Background: an optimization exercise with open tools, aiming at small area, a short achievable clock period and few clock cycles per item. Do not read the settings as production practice. RTL that was checked went through simulation tests only; none was proved equivalent to the original. Power is estimated from default activity; no workload was simulated.

## the baseline
==> flow/design.v <==
package apb4_sram_pkg;
  typedef enum logic [1:0] {
    ST_IDLE   = 2'd0,
    ST_SETUP  = 2'd1,
    ST_WAIT   = 2'd2,
    ST_ACCESS = 2'd3
  } apb_state_e;
  localparam int DEF_ADDR_W      = 32;
  localparam int DEF_DATA_W      = 32;
  localparam int DEF_DEPTH       = 64;
  localparam int DEF_WAIT_CYCLES = 2;
  localparam int WAIT_CYCLES_MAX = 15;
  localparam int CNT_W           = 4;
  function automatic logic [CNT_W-1:0] wait_load(input int cycles);
    if (cycles > WAIT_CYCLES_MAX) begin
      wait_load = CNT_W'(WAIT_CYCLES_MAX);
    end else if (cycles < 0) begin
      wait_load = {CNT_W{1'b0}};
    end else begin
      wait_load = CNT_W'(cycles);
    end
  endfunction
endpackage
module apb4_sram_mem
#(
  parameter int DATA_W = apb4_sram_pkg::DEF_DATA_W,
  parameter int DEPTH  = apb4_sram_pkg::DEF_DEPTH,
  parameter int AW     = 6
) (
  input  logic                clk,
  input  logic                rst_n,
  input  logic [AW-1:0]       addr,
  input  logic                wstart,
  input  logic [DATA_W/8-1:0] be,
  input  logic [DATA_W-1:0]   wdata,
  input  logic                re,
  output logic [DATA_W-1:0]   rdata
);
  localparam int BYTES = DATA_W / 8;
  localparam int GRP   = 8;
  localparam int NGRP  = DEPTH / GRP;
  logic [DEPTH-1:0][DATA_W-1:0] mem_r;
  logic [GRP-1:0]  sel_lo;
  logic [NGRP-1:0] sel_hi;
  always_comb begin
    for (int i = 0; i < GRP; i++) begin
      sel_lo[i] = (addr[2:0] == 3'(i));
    end
    for (int i = 0; i < NGRP; i++) begin
      sel_hi[i] = (addr[AW-1:3] == (AW-3)'(i));
    end
  end
  logic [GRP-1:0]  wsel_lo_r;
  logic [NGRP-1:0] wsel_hi_r;
  always_ff @(posedge clk or negedge rst_n) begin
    if (!rst_n) begin
      wsel_hi_r <= {NGRP{1'b0}};
    end else begin
      wsel_hi_r <= wstart ? sel_hi : {NGRP{1'b0}};
    end
  end
  always_ff @(posedge clk) begin
    wsel_lo_r <= sel_lo;
  end
  logic [NGRP-1:0]          wsel_hi_n;
  logic [GRP-1:0][BYTES-1:0] wsel_lob_n;
  logic [DEPTH-1:0][BYTES-1:0] wen;
  always_comb begin
    wsel_hi_n = ~wsel_hi_r;
    for (int i = 0; i < GRP; i++) begin
      for (int b = 0; b < BYTES; b++) begin
        wsel_lob_n[i][b] = !(wsel_lo_r[i] && be[b]);
      end
    end
  end
  for (genvar w = 0; w < DEPTH; w++) begin : g_wen
    for (genvar b = 0; b < BYTES; b++) begin : g_byte
      apb4_sram_nor2 u_wen (
        .a (wsel_hi_n[w / GRP]),
        .b (wsel_lob_n[w % GRP][b]),
        .y (wen[w][b])
      );
    end
  end
  always_ff @(posedge clk) begin
    for (int w = 0; w < DEPTH; w++) begin
      for (int b = 0; b < BYTES; b++) begin
        if (wen[w][b]) begin
          mem_r[w][b*8 +: 8] <= wdata[b*8 +: 8];
        end
      end
    end
  end
  for (genvar l = 0; l < BYTES; l++) begin : g_rlane
    logic [GRP-1:0]  rsel_lo;
    logic [NGRP-1:0] rsel_hi;
    apb4_sram_rdec u_dec (.addr (addr), .re (re), .lo (rsel_lo), .hi (rsel_hi));
    for (genvar i = 0; i < 8; i++) begin : g_rbit
      localparam int B = l*8 + i;
      logic [NGRP-1:0] grp;
      for (genvar g = 0; g < NGRP; g++) begin : g_grp
        logic [GRP-1:0] col;
        for (genvar k = 0; k < GRP; k++) begin : g_col
          assign col[k] = mem_r[g*GRP + k][B];
        end
        apb4_sram_andor8 u_lo (.a (col), .s (rsel_lo), .y (grp[g]));
      end
      apb4_sram_andor8 u_hi (.a (grp), .s (rsel_hi), .y (rdata[B]));
    end
  end
endmodule
module apb4_sram_andor8 (
  input  logic [7:0] a,
  input  logic [7:0] s,
  output logic       y
);
  assign y = |(a & s);
endmodule
module apb4_sram_nor2 (
  input  logic a,
  input  logic b,
  output logic y
);
  assign y = !(a || b);
endmodule
module apb4_sram_rdec (
  input  logic [5:0] addr,
  input  logic       re,
  output logic [7:0] lo,
  output logic [7:0] hi
);
  always_comb begin
    for (int i = 0; i < 8; i++) begin
      lo[i] = (addr[2:0] == 3'(i));
      hi[i] = re && (addr[5:3] == 3'(i));
    end
  end
endmodule
module apb4_sram_slave
#(
  parameter int ADDR_W      = apb4_sram_pkg::DEF_ADDR_W,
  parameter int DATA_W      = apb4_sram_pkg::DEF_DATA_W,
  parameter int DEPTH       = apb4_sram_pkg::DEF_DEPTH,
  parameter int WAIT_CYCLES = 0
) (
  input  logic                pclk,
  input  logic                presetn,
  input  logic                psel,
  input  logic                penable,
  input  logic                pwrite,
  input  logic [ADDR_W-1:0]   paddr,
  input  logic [DATA_W-1:0]   pwdata,
  input  logic [DATA_W/8-1:0] pstrb,
  output logic [DATA_W-1:0]   prdata,
  output logic                pready,
  output logic                pslverr
);
  localparam int BYTES  = DATA_W / 8;
  localparam int OFF_W  = $clog2(BYTES);
  localparam int MEM_AW = (DEPTH > 1) ? $clog2(DEPTH) : 1;
  logic              pready_r;
  logic              pslverr_r;
  logic [DATA_W-1:0] prdata_r;
  logic [ADDR_W-1:0] word_idx_s;
  logic              err_s;
  logic              setup_s;
  logic [BYTES-1:0]  be_s;
  logic [DATA_W-1:0] mem_rdata_s;
  always_comb begin
    word_idx_s = paddr >> OFF_W;
    err_s      = ((paddr & ADDR_W'(BYTES - 1)) != {ADDR_W{1'b0}}) ||
                 (word_idx_s >= ADDR_W'(DEPTH));
  end
  always_comb begin
    be_s = pstrb;
  end
  assign setup_s = psel && !penable && !pready_r;
  always_ff @(posedge pclk or negedge presetn) begin
    if (!presetn) begin
      pready_r  <= 1'b0;
      pslverr_r <= 1'b0;
    end else begin
      pready_r  <= setup_s;
      pslverr_r <= setup_s && err_s;
    end
  end
  always_ff @(posedge pclk) begin
    prdata_r <= mem_rdata_s;
  end
  apb4_sram_mem #(
    .DATA_W (DATA_W),
    .DEPTH  (DEPTH),
    .AW     (MEM_AW)
  ) u_mem (
    .clk    (pclk),
    .rst_n  (presetn),
    .addr   (word_idx_s[MEM_AW-1:0]),
    .wstart (setup_s && pwrite && !err_s),
    .be     (be_s),
    .wdata  (pwdata),
    .re     (!err_s),
    .rdata  (mem_rdata_s)
  );
  assign prdata  = prdata_r;
  assign pready  = pready_r;
  assign pslverr = pslverr_r;
endmodule
export LEC_CHECK = 0
export CAP_MARGIN = 5
export CORE_MARGIN = 2
export CORE_UTILIZATION = 70
export CTS_CLUSTER_DIAMETER = 100
export CTS_CLUSTER_SIZE = 30
export PLACE_DENSITY = 0.78
export SETUP_SLACK_MARGIN = 1.65
export SLEW_MARGIN = 5
export SYNTH_HIERARCHICAL = 1
export SYNTH_MINIMUM_KEEP_SIZE = 0
create_clock -name core_clock -period 3.3 [get_ports {pclk}]
run.sh (not shown) runs the stock make flow with config.mk's settings and CLKGATE_MAP_FILE= SYNTH_SCRIPT=/design/flow/synth_recipe.tcl, a recipe that flattens the netlist after the stock synthesis.
The baseline went all the way through the flow, and no timing, DRC or antenna check failed.
Testbench counts of the baseline, summed over its fixed seeds: cycles 80,000, transfers 40,000.
The inputs of the candidate differ from those of the baseline as listed below.
- SLEW_MARGIN now 20, was 5
- CAP_MARGIN now 20, was 5
- SETUP_SLACK_MARGIN now 1.5, was 1.65
- CORE_UTILIZATION now 60, was 70
- PLACE_DENSITY no longer set, was 0.78
- GPL_ROUTABILITY_DRIVEN now 0, previously not set
Results
Combinational power of the candidate is on par with the baseline.
Power consumed by the clock network essentially unchanged between the baseline and the candidate.
The candidate and the baseline ended up with nearly the same overall power after layout.
Compared to the baseline, the candidate shows a narrower setup margin.
Of the candidate and the baseline, it is the candidate that has the lower sequential share of cell area.
The candidate ended up with prdata_r[8] as its capture point of the critical path; the baseline ended up with prdata_r[11].
From the baseline to the candidate the numbers moved as follows: design area picked up an extra 260 um2; average cell area after synthesis held steady; power density relative to cell area saw a decrease.
Comparing final cycle utilization of the critical path for the candidate and the baseline, the smaller number came from the baseline.
The candidate vs the baseline — wire length climbed slightly
Any difference in power in sequential cells between the baseline and the candidate is small enough to ignore.


RTL: the design.v shown in full above, as it stands there.
Settings: LEC_CHECK=0, CAP_MARGIN=20, CORE_MARGIN=2, CORE_UTILIZATION=70, CTS_CLUSTER_DIAMETER=100, CTS_CLUSTER_SIZE=30, PLACE_DENSITY=0.78, SETUP_SLACK_MARGIN=1.65, SLEW_MARGIN=20, SYNTH_HIERARCHICAL=1, SYNTH_MINIMUM_KEEP_SIZE=0; clock period 3.3 ns.
The starting point completed without violations.
Testbench counts at the start, summed over its fixed seeds: cycles 80,000, transfers 40,000.
Change:
Settings changed: CORE_UTILIZATION 70 to 60, PLACE_DENSITY 0.78 to not set, SETUP_SLACK_MARGIN 1.65 to 1.7, TNS_END_PERCENT set to 5.
=> Worst setup slack degrades by 320 ps; die area climbs by about a fifth; total power came out lower slightly; wire length stays flat; combinational power went down by a few percent; sequential cell count does not change; register-to-register slack got worse by 400 ps; sequential share of layout area stays flat; cell count climbs by a few percent.
Change:
Settings changed: CORE_UTILIZATION 60 to 70, PLACE_DENSITY set to 0.78, SETUP_SLACK_MARGIN 1.7 to 1.5, TNS_END_PERCENT 5 to not set.
What happened: Core utilization went up by 12 points; power grows by 0.37%; cell count decreases by 3.0%.


Starts from the design.v that is shown in full above.
clock: 3.3 ns
lec_check: 0
cap_margin: 20
core_margin: 2
core_utilization: 60
cts_cluster_diameter: 100
cts_cluster_size: 30
setup_slack_margin: 1.5
slew_margin: 20
synth_hierarchical: 1
synth_minimum_keep_size: 0
Testbench counts at the start, summed over its fixed seeds: cycles 80,000, transfers 40,000.
Rerun with:
--- a/flow/config.mk
+++ b/flow/config.mk
@@ -16 +16,2 @@
 export SYNTH_MINIMUM_KEEP_SIZE = 0
+export TNS_END_PERCENT = 5
Utilization stays flat.
Synthesized area is unchanged.
Setup slack is worse by 0.0033 ns.
Synthesized cell count is unchanged.
Count of clock-buffer cells in the layout does not change.
Wire length is about the same.


Another version of the RTL of apb4_sram_slave (not shown whole).
Size in the first run: about 3900 cells after synthesis, about 2100 flip-flops, about 110 I/O pins, roughly 0.075 mm2 of cells after synthesis.
make LEC_CHECK=0 CAP_MARGIN=20 CORE_MARGIN=2 CORE_UTILIZATION=60 CTS_CLUSTER_DIAMETER=100 CTS_CLUSTER_SIZE=30 SETUP_SLACK_MARGIN=1.2 SLEW_MARGIN=20 SYNTH_HIERARCHICAL=1 SYNTH_MINIMUM_KEEP_SIZE=0 finish   # period 3.3 ns
Testbench counts at the start, summed over its fixed seeds: cycles 80,000, transfers 40,000.
Edit:
Settings changed: CORE_UTILIZATION 60 to 45.
Result: The new run passed the timing, DRC and antenna checks; clock-buffer cell count came out lower by 1; area after synthesis does not change; sequential share of layout area falls by 0.97 points; die area is higher by a quarter to a third; routed wire length rose by a few percent; utilization falls by 16 points; design area grows slightly; power climbs slightly; non-clock buffer count climbs by 82; cell count rose by roughly a tenth.
Edit:
Settings changed: CORE_UTILIZATION 45 to 60, CTS_CLUSTER_SIZE 30 to 24, SETUP_SLACK_MARGIN 1.2 to 1.7.
What happened:
- The new run completed with no timing, DRC or antenna violations
- non-clock buffer count climbs by 173
- critical path depth does not change
- via count climbs by 8.8%
- clock-buffer cell count climbs by 33
- hold slack gets better by 22 ps
Edit:
Settings changed: CTS_CLUSTER_SIZE 24 to 30, SETUP_SLACK_MARGIN 1.7 to 1.5.
=> The new run finished with timing, DRC and antenna clean; fmax went up by a few percent; clock power is lower by roughly a tenth; cell area is lower by a few percent; worst hold slack gains 8.7 ps; sequential power barely changes.


Another version of the RTL of apb4_sram_slave (not shown whole).
Size in the first run: ~3,900 cells after synthesis, roughly 110 I/O pins.
// apb4_sram_slave
module apb4_sram_slave
#(
  parameter int ADDR_W      = apb4_sram_pkg::DEF_ADDR_W,
  parameter int DATA_W      = apb4_sram_pkg::DEF_DATA_W,
  parameter int DEPTH       = apb4_sram_pkg::DEF_DEPTH,
  parameter int WAIT_CYCLES = 0
) (
  input  logic                pclk,
  input  logic                presetn,
  input  logic                psel,
  input  logic                penable,
  input  logic                pwrite,
  input  logic [ADDR_W-1:0]   paddr,
  input  logic [DATA_W-1:0]   pwdata,
  input  logic [DATA_W/8-1:0] pstrb,
  output logic [DATA_W-1:0]   prdata,
  output logic                pready,
  output logic                pslverr
);
  localparam int BYTES  = DATA_W / 8;
  localparam int OFF_W  = $clog2(BYTES);
  localparam int MEM_AW = (DEPTH > 1) ? $clog2(DEPTH) : 1;
  logic              pready_r;
  logic              pslverr_r;
  logic [DATA_W-1:0] prdata_r;
  logic [ADDR_W-1:0] word_idx_s;
  logic              err_s;
  logic              setup_s;
  logic [BYTES-1:0]  be_s;
  logic [DATA_W-1:0] mem_rdata_s;
  logic addr_ok_s;
  assign word_idx_s = paddr >> OFF_W;
  apb4_sram_addr_ok #(
    .ADDR_W (ADDR_W),
    .OFF_W  (OFF_W),
    .IDX_W  (MEM_AW)
  ) u_addr_ok (
    .addr (paddr),
    .ok   (addr_ok_s)
  );
  assign err_s = !addr_ok_s;
  always_comb begin
    be_s = pstrb;
  end
  assign setup_s = psel && !penable && !pready_r;
  always_ff @(posedge pclk or negedge presetn) begin
    if (!presetn) begin
      pready_r  <= 1'b0;
      pslverr_r <= 1'b0;
    end else begin
      pready_r  <= setup_s;
      pslverr_r <= setup_s && err_s;
    end
  end
  always_ff @(posedge pclk) begin
    prdata_r <= mem_rdata_s;
  end
  apb4_sram_mem #(
    .DATA_W (DATA_W),
    .DEPTH  (DEPTH),
    .AW     (MEM_AW)
  ) u_mem (
    .clk    (pclk),
    .rst_n  (presetn),
    .addr   (word_idx_s[MEM_AW-1:0]),
    .wstart (setup_s && pwrite && !err_s),
    .be     (be_s),
    .wdata  (pwdata),
    .re     (!err_s),
    .rdata  (mem_rdata_s)
  );
  assign prdata  = prdata_r;
  assign pready  = pready_r;
  assign pslverr = pslverr_r;
endmodule
Settings: LEC_CHECK=0, CAP_MARGIN=20, CORE_MARGIN=2, CORE_UTILIZATION=66, CTS_CLUSTER_DIAMETER=100, CTS_CLUSTER_SIZE=30, PLACE_DENSITY=0.78, SETUP_SLACK_MARGIN=1.65, SLEW_MARGIN=20, SYNTH_HIERARCHICAL=1, SYNTH_MINIMUM_KEEP_SIZE=0; clock period 3.3 ns.
The starting point ran to the end with no violations.
Testbench counts at the start, summed over its fixed seeds: cycles 80,000, transfers 40,000.
Change:
--- a/flow/config.mk
+++ b/flow/config.mk
@@ -8,5 +8,5 @@
 export CAP_MARGIN = 20
 export CORE_MARGIN = 2
-export CORE_UTILIZATION = 66
+export CORE_UTILIZATION = 70
 export CTS_CLUSTER_DIAMETER = 100
 export CTS_CLUSTER_SIZE = 30
=> Synthesized cell count stays the same; maximum frequency falls by about 0.3%; setup slack degrades by 0.0060 ns; area after synthesis does not change; clock skew is about the same; final area falls by about 3%; power falls by 1.4%.


## run A
Another version of the RTL of apb4_sram_slave (not shown whole).
Size: ~110 I/O pins, roughly 76,000 um^2 of cells after synthesis.
make LEC_CHECK=0 CAP_MARGIN=20 CORE_MARGIN=2 CORE_UTILIZATION=66 CTS_CLUSTER_DIAMETER=100 CTS_CLUSTER_SIZE=30 PLACE_DENSITY=0.74 SETUP_SLACK_MARGIN=1.6 SLEW_MARGIN=20 SYNTH_HIERARCHICAL=1 SYNTH_MINIMUM_KEEP_SIZE=0 finish   # period 3.3 ns
## Diff of input files: run B against run A
--- a/flow/config.mk
+++ b/flow/config.mk
@@ -8,9 +8,9 @@
 export CAP_MARGIN = 20
 export CORE_MARGIN = 2
-export CORE_UTILIZATION = 66
+export CORE_UTILIZATION = 70
 export CTS_CLUSTER_DIAMETER = 100
 export CTS_CLUSTER_SIZE = 30
-export PLACE_DENSITY = 0.74
-export SETUP_SLACK_MARGIN = 1.6
+export PLACE_DENSITY = 0.78
+export SETUP_SLACK_MARGIN = 1.45
 export SLEW_MARGIN = 20
 export SYNTH_HIERARCHICAL = 1
## What came out
Total count of max-transition violations in the final report: run A vs run B identical. Run A has a higher combinational power than run B. Non-clock buffer count, run A and run B: smaller value in run B.
diff inputs: run B => run C
--- a/flow/config.mk
+++ b/flow/config.mk
@@ -12,5 +12,5 @@
 export CTS_CLUSTER_SIZE = 30
 export PLACE_DENSITY = 0.78
-export SETUP_SLACK_MARGIN = 1.45
+export SETUP_SLACK_MARGIN = 1.65
 export SLEW_MARGIN = 20
 export SYNTH_HIERARCHICAL = 1
### Flow results
- Run C finished every step from synthesis to the final layout, and the layout passed the timing, DRC and antenna checks.
- Cmp run C and run B / switching fraction of total power / higher: run C
- Re number of standard cells after synthesis: no difference whatsoever between run C and run B.
- Number of fillers in the final layout (run C vs. run B) decreases by a few percent
- Run C ended up with a higher total met3 wirelength after detailed routing than run B did.
- Compared with run B, run C has extra setup slack.
- Sequential share of layout area: run C < run B
No run of this note included a check of the RTL's function; only the layout flow was run.

==> separate check: timing with driven ports <==
The results above use ideal ports. As a check the final layouts listed here were re-extracted and re-timed, cells and wires unchanged.
Step 1 sets driving cells, clkbuf_16 on the clock port and buf_2 on the other inputs (assumed; they add their load-dependent delay and slew).
Step 2 adds t to the input delays and takes it off the output delays; t is the mean of the earliest and latest rising clock arrival at the registers after step 1. Input paths then give back, and output paths get back, about the clock's delay inside the block.
a / b / c = no drivers / after step 1 / after step 2; a / b = the first two.
| run | t, ns | slack for setup (ns) | cell pins on the clock port's net |
|---|---|---|---|
| the baseline | 0.776 | 1.382 / 1.314 / 0.615 | 1 |
| the candidate | 0.790 | 1.258 / 1.240 / 0.451 | 1 |
| the first run of note 2 | 0.776 | 1.382 / 1.314 / 0.615 | 1 |
| the second run of note 2 | 0.772 | 1.057 / 1.064 / 0.292 | 1 |
| the third run of note 2 | 0.782 | 1.305 / 1.321 / 0.565 | 1 |
| the first run of note 3 | 0.790 | 1.258 / 1.240 / 0.451 | 1 |
| the second run of note 3 | 0.774 | 1.255 / 1.198 / 0.425 | 1 |
| the first run of note 4 | 0.781 | 1.160 / 1.159 / 0.413 | 1 |
| the second run of note 4 | 0.794 | 1.182 / 1.166 / 0.436 | 1 |
| the third run of note 4 | 0.808 | 1.238 / 1.280 / 0.480 | 1 |
| the fourth run of note 4 | 0.782 | 1.306 / 1.306 / 0.570 | 1 |
| the first run of note 5 | 0.773 | 1.379 / 1.297 / 0.524 | 1 |
| the second run of note 5 | 0.766 | 1.373 / 1.352 / 0.628 | 1 |
| run A | 0.779 | 1.153 / 1.126 / 0.347 | 1 |
| run B | 0.766 | 0.871 / 0.924 / 0.158 | 1 |
| run C | 0.784 | 1.331 / 1.250 / 0.466 | 1 |
After both steps every run listed still meets setup and hold. For run C, which loses most, drivers alone change the setup slack by -0.081 ns; drivers and shift together by -0.865 ns.
